Background: an optimization exercise with open tools, aiming at small area, a short achievable clock period and few clock cycles per item. Do not read the settings as production practice.
The RTL was checked by simulation tests, not by an equivalence proof against the original design.
Power is estimated from default activity; no workload was simulated.

==> flow/design.v <==
`default_nettype none
package sfd_pkg;
	localparam logic [7:0] BYTE_START = 8'h41;
	localparam logic [7:0] BYTE_END   = 8'h40;
	localparam logic [16:0] FACTOR_RESET = 17'd19661;
	localparam logic [16:0] FACTOR_ONE   = 17'd65536;
endpackage
`default_nettype wire
`default_nettype none
module sfd_add #(
	parameter int W = 32
) (
	input  wire logic [W-1:0] a,
	input  wire logic [W-1:0] b,
	input  wire logic         cin,
	output logic [W-1:0]      s,
	output logic              cout
);
	localparam int L = $clog2(W);
	logic [W-1:0] p;
	logic [W-1:0] gg [L+1];
	logic [W-1:0] pp [L+1];
	logic [W:0]   c;
	assign p     = a ^ b;
	assign gg[0] = (a & b) | {{(W-1){1'b0}}, p[0] & cin};
	assign pp[0] = p;
	for (genvar l = 0; l < L; l++) begin : g_lvl
		for (genvar i = 0; i < W; i++) begin : g_bit
			if (((i >> l) & 1) == 1) begin : g_op
				localparam int J = ((i >> l) << l) - 1;
				assign gg[l+1][i] = gg[l][i] | (pp[l][i] & gg[l][J]);
				assign pp[l+1][i] = pp[l][i] & pp[l][J];
			end else begin : g_pass
				assign gg[l+1][i] = gg[l][i];
				assign pp[l+1][i] = pp[l][i];
			end
		end
	end
	assign c    = {gg[L], cin};
	assign s    = p ^ c[W-1:0];
	assign cout = c[W];
endmodule
`default_nettype wire
`default_nettype none
import sfd_pkg::*;
module sensor_frame_deframer_smoother (
	input  wire logic         clk,
	input  wire logic         arst_n,
	input  wire logic         rx_valid,
	output logic              rx_ready,
	input  wire logic [7:0]   rx_byte,
	output logic              result_valid,
	input  wire logic         result_ready,
	output logic [28:0]       encoder_angle_avg,
	output logic [31:0]       wind_speed_avg,
	output logic [31:0]       wind_angle_avg,
	output logic [15:0]       raw_count,
	output logic              float_saturated,
	input  wire logic         cfg_we,
	input  wire logic [16:0]  cfg_wdata
);
	function automatic logic [33:0] to_q16(input logic [31:0] bits);
		logic        s;
		logic [7:0]  e;
		logic [7:0]  sh;
		logic [31:0] mag;
		logic        inr;
		logic        big;
		logic [31:0] v;
		logic        sat;
		begin
			s   = bits[31];
			e   = bits[30:23];
			sh  = 8'd142 - e;
			mag = {1'b1, bits[22:0], 8'b0} >> sh[4:0];
			inr = (e >= 8'd111) && (e <= 8'd141);
			big = (e >= 8'd142);
			sat = big && !(s && (e == 8'd142) && (bits[22:0] == 23'd0));
			if (inr) begin
				v = s ? ~mag : mag;
			end else if (big && !((e == 8'hFF) && (bits[22:0] != 23'd0))) begin
				v = s ? 32'h8000_0000 : 32'h7FFF_FFFF;
			end else begin
				v = 32'd0;
			end
			to_q16 = {sat, inr & s, v};
		end
	endfunction
	function automatic logic [2:0] booth(input logic b2, input logic b1, input logic b0);
		booth = {b2 & !(b1 & b0), (b2 & !b1 & !b0) | (!b2 & b1 & b0), b1 ^ b0};
	endfunction
	function automatic logic [34:0] brow(input logic [2:0] c, input logic [32:0] x);
		logic [34:0] m;
		begin
			m = c[0] ? {{2{x[32]}}, x} : (c[1] ? {x[32], x, 1'b0} : 35'd0);
			brow = m ^ {35{c[2]}};
		end
	endfunction
	logic [7:0]  hist_q [11];
	logic [3:0]  fill_q;
	logic        start_q;
	logic        pend_q;
	logic        snapped_q;
	logic        valid_q;
	logic [10:1] ph_q;
	logic        run;
	logic        xfer;
	logic        snap;
	logic        ph0;
	logic        busy_q;
	logic        rdy_q;
	logic        pend_n;
	logic        snapped_n;
	logic        busy_n;
	assign run       = |ph_q;
	assign rx_ready  = rdy_q;
	assign xfer      = rx_valid && rdy_q;
	assign snap      = pend_q && !busy_q;
	assign ph0       = snapped_q && !valid_q && !run;
	assign pend_n    = (xfer && start_q && (rx_byte == BYTE_END)) || (pend_q && !snap);
	assign snapped_n = snap || (snapped_q && !ph0);
	assign busy_n    = snapped_n || ph0 || (|ph_q[9:1]);
	always_ff @(posedge clk) begin
		if (xfer) begin
			hist_q[0] <= rx_byte;
			for (int i = 1; i < 11; i++) begin
				hist_q[i] <= hist_q[i-1];
			end
		end
	end
	always_ff @(posedge clk or negedge arst_n) begin
		if (!arst_n) begin
			fill_q  <= '0;
			start_q <= 1'b0;
			pend_q  <= 1'b0;
			busy_q  <= 1'b0;
			rdy_q   <= 1'b1;
		end else begin
			busy_q <= busy_n;
			rdy_q  <= !(pend_n && busy_n);
			if (xfer) begin
				if (fill_q != 4'd10) begin
					fill_q <= fill_q + 4'd1;
				end
				start_q <= (fill_q == 4'd10) && (hist_q[9] == BYTE_START);
			end
			pend_q <= pend_n;
		end
	end
	logic [32:0] d_q;
	logic [15:0] cnt_q;
	logic        sat_q;
	logic [15:0] cnt_out_q;
	logic        sat_out_q;
	logic [32:0] xs_q;
	logic [32:0] xd_q;
	logic        shf_q;
	logic        s1_q;
	logic [15:0] frame_cnt;
	logic [21:0] cnt45;
	logic [31:0] conv_in;
	logic [33:0] conv;
	assign frame_cnt = {hist_q[10], hist_q[9]};
	assign conv_in   = snap ? {hist_q[8], hist_q[7], hist_q[6], hist_q[5]} :
		(shf_q ? {hist_q[5], hist_q[4], hist_q[3], hist_q[2]}
		       : {hist_q[4], hist_q[3], hist_q[2], hist_q[1]});
	assign conv      = to_q16(conv_in);
	logic [21:0] m45_s1;
	logic [21:0] m45_c1;
	logic [21:0] m45_s2;
	logic [21:0] m45_c2;
	logic        m45_co;
	assign m45_s1 = ({6'd0, frame_cnt} << 5) ^ ({6'd0, frame_cnt} << 3) ^ ({6'd0, frame_cnt} << 2);
	assign m45_c1 = ((({6'd0, frame_cnt} << 5) & ({6'd0, frame_cnt} << 3))
		| (({6'd0, frame_cnt} << 5) & ({6'd0, frame_cnt} << 2))
		| (({6'd0, frame_cnt} << 3) & ({6'd0, frame_cnt} << 2))) << 1;
	assign m45_s2 = m45_s1 ^ m45_c1 ^ {6'd0, frame_cnt};
	assign m45_c2 = ((m45_s1 & m45_c1) | (m45_s1 & {6'd0, frame_cnt})
		| (m45_c1 & {6'd0, frame_cnt})) << 1;
	sfd_add #(.W(22)) u_add45 (
		.a    (m45_s2),
		.b    (m45_c2),
		.cin  (1'b0),
		.s    (cnt45),
		.cout (m45_co)
	);
	always_ff @(posedge clk) begin
		shf_q <= xfer;
		s1_q  <= snap;
		if (snap) begin
			cnt_q <= frame_cnt;
			sat_q <= conv[33];
			xs_q  <= conv[32:0];
		end else if (s1_q) begin
			sat_q <= sat_q | conv[33];
			xd_q  <= conv[32:0];
		end
		if (ph_q[10]) begin
			cnt_out_q <= cnt_q;
			sat_out_q <= sat_q;
		end
	end
	logic [16:0] g_q;
	logic [31:0] p0_q;
	logic [31:0] p1_q;
	logic [31:0] p2_q;
	logic [2:0]  ca_q;
	logic [2:0]  cb_q;
	logic [2:0]  cc_q;
	logic [43:0] accs_q;
	logic [43:0] accc_q;
	logic        cin_q;
	logic        ph_sub;
	logic        step0;
	logic        step1;
	logic        step2;
	logic [2:0]  bw [9];
	logic [49:0] ang_t;
	logic [32:0] xin;
	logic [32:0] diff;
	logic [34:0] row_a;
	logic [34:0] row_b;
	logic [34:0] row_c;
	logic [49:0] in0;
	logic [49:0] in1;
	logic [49:0] in2;
	logic [49:0] in3;
	logic [49:0] in4;
	logic [49:0] in5;
	logic [49:0] s1;
	logic [49:0] c1;
	logic [49:0] s2;
	logic [49:0] c2;
	logic [49:0] s3;
	logic [49:0] c3;
	logic [49:0] cs_s;
	logic [49:0] cs_c;
	logic [6:0]  low;
	logic [31:0] a_new;
	always_comb begin
		for (int j = 0; j < 8; j++) begin
			bw[j] = booth(g_q[2*j+1], g_q[2*j], (j == 0) ? 1'b0 : g_q[2*j-1]);
		end
		bw[8] = {2'b00, g_q[16] | g_q[15]};
	end
	assign ph_sub = ph_q[3] | ph_q[6];
	assign step0  = ph_q[1] | ph_q[4] | ph_q[7];
	assign step1  = ph_q[2] | ph_q[5] | ph_q[8];
	assign step2  = ph_q[3] | ph_q[6] | ph_q[9];
	logic [49:0] ang_a1;
	logic [49:0] ang_a2;
	logic [49:0] ang_a3;
	logic [49:0] ang_s;
	logic [49:0] ang_c;
	logic        ang_co;
	logic        diff_co;
	assign ang_a1 = {4'd0, ({24'd0, d_q[21:0]} << 24) | {24'd0, d_q[21:0]}};
	assign ang_a2 = {28'd0, d_q[21:0]} << 12;
	assign ang_a3 = {~{p0_q[31], p0_q}, 17'h1_0000};
	assign ang_s  = ang_a1 ^ ang_a2 ^ ang_a3;
	assign ang_c  = ((ang_a1 & ang_a2) | (ang_a1 & ang_a3) | (ang_a2 & ang_a3)) << 1;
	sfd_add #(.W(50)) u_add_ang (
		.a    (ang_s),
		.b    (ang_c),
		.cin  (1'b0),
		.s    (ang_t),
		.cout (ang_co)
	);
	assign xin  = ph_q[3] ? xs_q : xd_q;
	sfd_add #(.W(33)) u_add_diff (
		.a    ({xin[31], xin[31:0]}),
		.b    (~{p1_q[31], p1_q}),
		.cin  (xin[32]),
		.s    (diff),
		.cout (diff_co)
	);
	always_ff @(posedge clk) begin
		if (step0) begin
			ca_q <= bw[3]; cb_q <= bw[4]; cc_q <= bw[5];
		end else if (step1) begin
			ca_q <= bw[6]; cb_q <= bw[7]; cc_q <= bw[8];
		end else begin
			ca_q <= bw[0]; cb_q <= bw[1]; cc_q <= bw[2];
		end
	end
	assign row_a = brow(ca_q, d_q);
	assign row_b = brow(cb_q, d_q);
	assign row_c = brow(cc_q, d_q);
	assign in0 = {{13{row_a[34]}}, row_a, 2'd0};
	assign in1 = {{11{row_b[34]}}, row_b, 4'd0};
	assign in2 = {{9{row_c[34]}}, row_c, 6'd0};
	assign in3 = step0 ? {p0_q, 18'd0} : {6'd0, accs_q};
	assign in4 = step0 ? {31'd0, g_q, 2'd0} : {6'd0, accc_q};
	assign in5 = {43'd0, cc_q[2], 1'b0, cb_q[2], 1'b0, ca_q[2], 1'b0, cin_q & !step0};
	assign s1   = in0 ^ in1 ^ in2;
	assign c1   = ((in0 & in1) | (in0 & in2) | (in1 & in2)) << 1;
	assign s2   = in3 ^ in4 ^ in5;
	assign c2   = ((in3 & in4) | (in3 & in5) | (in4 & in5)) << 1;
	assign s3   = s1 ^ c1 ^ s2;
	assign c3   = ((s1 & c1) | (s1 & s2) | (c1 & s2)) << 1;
	assign cs_s = s3 ^ c3 ^ c2;
	assign cs_c = ((s3 & c3) | (s3 & c2) | (c3 & c2)) << 1;
	logic        anew_co;
	sfd_add #(.W(6)) u_add_low (
		.a    (cs_s[5:0]),
		.b    (cs_c[5:0]),
		.cin  (1'b0),
		.s    (low[5:0]),
		.cout (low[6])
	);
	sfd_add #(.W(32)) u_add_new (
		.a    (accs_q[31:0]),
		.b    (accc_q[31:0]),
		.cin  (cin_q),
		.s    (a_new),
		.cout (anew_co)
	);
	always_ff @(posedge clk) begin
		accs_q <= cs_s[49:6];
		accc_q <= cs_c[49:6];
		cin_q  <= low[6];
		if (snap) begin
			d_q <= {11'd0, cnt45};
		end else if (ph0) begin
			d_q <= ang_t[49:17];
		end else if (ph_sub) begin
			d_q <= diff;
		end
	end
	always_ff @(posedge clk or negedge arst_n) begin
		if (!arst_n) begin
			g_q       <= FACTOR_RESET;
			valid_q   <= 1'b0;
			snapped_q <= 1'b0;
			ph_q      <= '0;
			p0_q      <= '0;
			p1_q      <= '0;
			p2_q      <= '0;
		end else begin
			if (cfg_we) begin
				g_q <= (cfg_wdata > FACTOR_ONE) ? FACTOR_ONE : cfg_wdata;
			end
			snapped_q <= snapped_n;
			ph_q <= {ph_q[9:1], ph0};
			if (ph_q[10]) begin
				valid_q <= 1'b1;
			end else if (valid_q && result_ready) begin
				valid_q <= 1'b0;
			end
			if (step2) begin
				p0_q <= p1_q;
				p1_q <= p2_q;
			end
			if (ph_q[4] || ph_q[7] || ph_q[10]) begin
				p2_q <= a_new;
			end
		end
	end
	assign result_valid      = valid_q;
	assign encoder_angle_avg = p0_q[28:0];
	assign wind_speed_avg    = p1_q;
	assign wind_angle_avg    = p2_q;
	assign raw_count         = cnt_out_q;
	assign float_saturated   = sat_out_q;
endmodule
`default_nettype wire
make LEC_CHECK=0 CAP_MARGIN=20 CORE_MARGIN=2 CORE_UTILIZATION=40 PLACE_DENSITY=0.6 SETUP_SLACK_MARGIN=5 SLEW_MARGIN=20 finish   # period 11.0 ns
run.sh (not shown) runs the stock make flow with config.mk's settings and CLKGATE_MAP_FILE= SYNTH_SCRIPT=/design/flow/synth_recipe.tcl, a recipe that flattens the netlist after the stock synthesis.
Testbench counts at the start, summed over its fixed seeds: cycles 14,504, items 1,200.
Edit:
--- a/flow/design.v
+++ b/flow/design.v
@@ -62,7 +62,7 @@
 	function automatic logic [33:0] to_q16(input logic [31:0] bits);
 		logic        s;
 		logic [7:0]  e;
-		logic [7:0]  sh;
+		logic [62:0] y;
 		logic [31:0] mag;
 		logic        inr;
 		logic        big;
@@ -71,8 +71,8 @@
 		begin
 			s   = bits[31];
 			e   = bits[30:23];
-			sh  = 8'd142 - e;
-			mag = {1'b1, bits[22:0], 8'b0} >> sh[4:0];
+			y   = {31'd0, 1'b1, bits[22:0], 8'b0} << e[4:0];
+			mag = e[7] ? y[45:14] : {15'd0, y[62:46]};
 			inr = (e >= 8'd111) && (e <= 8'd141);
 			big = (e >= 8'd142);
 			sat = big && !(s && (e == 8'd142) && (bits[22:0] == 23'd0));
@@ -109,13 +109,14 @@
 	logic        ph0;
 	logic        busy_q;
 	logic        rdy_q;
+	logic        snap_q;
 	logic        pend_n;
 	logic        snapped_n;
 	logic        busy_n;
 	assign run       = |ph_q;
 	assign rx_ready  = rdy_q;
 	assign xfer      = rx_valid && rdy_q;
-	assign snap      = pend_q && !busy_q;
+	assign snap      = snap_q;
 	assign ph0       = snapped_q && !valid_q && !run;
 	assign pend_n    = (xfer && start_q && (rx_byte == BYTE_END)) || (pend_q && !snap);
 	assign snapped_n = snap || (snapped_q && !ph0);
@@ -135,7 +136,9 @@
 			pend_q  <= 1'b0;
 			busy_q  <= 1'b0;
 			rdy_q   <= 1'b1;
+			snap_q  <= 1'b0;
 		end else begin
+			snap_q <= pend_n && !busy_n;
 			busy_q <= busy_n;
 			rdy_q  <= !(pend_n && busy_n);
 			if (xfer) begin
@@ -154,16 +157,17 @@
 	logic        sat_out_q;
 	logic [32:0] xs_q;
 	logic [32:0] xd_q;
-	logic        shf_q;
 	logic        s1_q;
+	logic        dsel0_q;
+	logic        dsel1_q;
 	logic [15:0] frame_cnt;
 	logic [21:0] cnt45;
 	logic [31:0] conv_in;
 	logic [33:0] conv;
 	assign frame_cnt = {hist_q[10], hist_q[9]};
-	assign conv_in   = snap ? {hist_q[8], hist_q[7], hist_q[6], hist_q[5]} :
-		(shf_q ? {hist_q[5], hist_q[4], hist_q[3], hist_q[2]}
-		       : {hist_q[4], hist_q[3], hist_q[2], hist_q[1]});
+	assign conv_in   = ({32{snap}} & {hist_q[8], hist_q[7], hist_q[6], hist_q[5]})
+		| ({32{dsel1_q}} & {hist_q[5], hist_q[4], hist_q[3], hist_q[2]})
+		| ({32{dsel0_q}} & {hist_q[4], hist_q[3], hist_q[2], hist_q[1]});
 	assign conv      = to_q16(conv_in);
 	logic [21:0] m45_s1;
 	logic [21:0] m45_c1;
@@ -185,8 +189,9 @@
 		.cout (m45_co)
 	);
 	always_ff @(posedge clk) begin
-		shf_q <= xfer;
-		s1_q  <= snap;
+		s1_q    <= snap;
+		dsel0_q <= snap && !xfer;
+		dsel1_q <= snap && xfer;
 		if (snap) begin
 			cnt_q <= frame_cnt;
 			sat_q <= conv[33];
@@ -204,6 +209,7 @@
 	logic [31:0] p0_q;
 	logic [31:0] p1_q;
 	logic [31:0] p2_q;
+	logic        selx_q;
 	logic [2:0]  ca_q;
 	logic [2:0]  cb_q;
 	logic [2:0]  cc_q;
@@ -266,7 +272,7 @@
 		.s    (ang_t),
 		.cout (ang_co)
 	);
-	assign xin  = ph_q[3] ? xs_q : xd_q;
+	assign xin  = selx_q ? xs_q : xd_q;
 	sfd_add #(.W(33)) u_add_diff (
 		.a    ({xin[31], xin[31:0]}),
 		.b    (~{p1_q[31], p1_q}),
@@ -275,6 +281,11 @@
 		.cout (diff_co)
 	);
 	always_ff @(posedge clk) begin
+		if (ph_q[2]) begin
+			selx_q <= 1'b1;
+		end else if (ph_q[5]) begin
+			selx_q <= 1'b0;
+		end
 		if (step0) begin
 			ca_q <= bw[3]; cb_q <= bw[4]; cc_q <= bw[5];
 		end else if (step1) begin
@@ -286,12 +297,13 @@
 	assign row_a = brow(ca_q, d_q);
 	assign row_b = brow(cb_q, d_q);
 	assign row_c = brow(cc_q, d_q);
-	assign in0 = {{13{row_a[34]}}, row_a, 2'd0};
-	assign in1 = {{11{row_b[34]}}, row_b, 4'd0};
-	assign in2 = {{9{row_c[34]}}, row_c, 6'd0};
+	assign in0 = {13'd0, !row_a[34], row_a[33:0], 2'd0};
+	assign in1 = {11'd0, !row_b[34], row_b[33:0], 4'd0};
+	assign in2 = {9'd0, !row_c[34], row_c[33:0], 6'd0};
 	assign in3 = step0 ? {p0_q, 18'd0} : {6'd0, accs_q};
 	assign in4 = step0 ? {31'd0, g_q, 2'd0} : {6'd0, accc_q};
-	assign in5 = {43'd0, cc_q[2], 1'b0, cb_q[2], 1'b0, ca_q[2], 1'b0, cin_q & !step0};
+	assign in5 = 50'h3_feb0_0000_0000
+		| {43'd0, cc_q[2], 1'b0, cb_q[2], 1'b0, ca_q[2], 1'b0, cin_q & !step0};
 	assign s1   = in0 ^ in1 ^ in2;
 	assign c1   = ((in0 & in1) | (in0 & in2) | (in1 & in2)) << 1;
 	assign s2   = in3 ^ in4 ^ in5;
Synthesized area fell by 1.7%.
Clock skew falls by 0.0094 ns.
Clock-buffer cell count goes up by 4.
Maximum frequency climbs by 1.6%.
Total power fell by about 34%.
Routed wire length decreases by about 8%.
Worst setup slack is better by 0.069 ns.
Critical path depth went down by 2.
Utilization increases by 0.14 points.
Final area goes down by 1.5%.
Combinational power shrinks by 54%.
Testbench counts after the change, summed over its fixed seeds: cycles 14,504, items 1,200.

[static timing again, ports no longer ideal]
Ports are ideal in the flow. The routed layouts listed here were re-timed in OpenROAD.
Step 1 sets driving cells, clkbuf_16 on the clock port and buf_2 on the other inputs (assumed; they add their load-dependent delay and slew).
Step 2 adds t to the input delays and takes it off the output delays; t is the mean of the earliest and latest rising clock arrival at the registers after step 1. Input paths then give back, and output paths get back, about the clock's delay inside the block.
a / b / c = ideal ports / drivers / drivers and shift; a / b = the first two.
run | t (ns) | setup slack, ns | latest minus earliest clock arrival (ns) | pins driven straight from the clock port
the first run | 0.676 | 6.558 / 6.558 / 6.558 | 0.041 / 0.042 | 1
the second run | 0.665 | 6.627 / 6.627 / 6.331 | 0.032 / 0.032 | 1
After both steps every run listed still meets setup and hold. The setup slack of the second run, which loses most, moves by 0.000 ns with the drivers and by -0.296 ns with both steps.
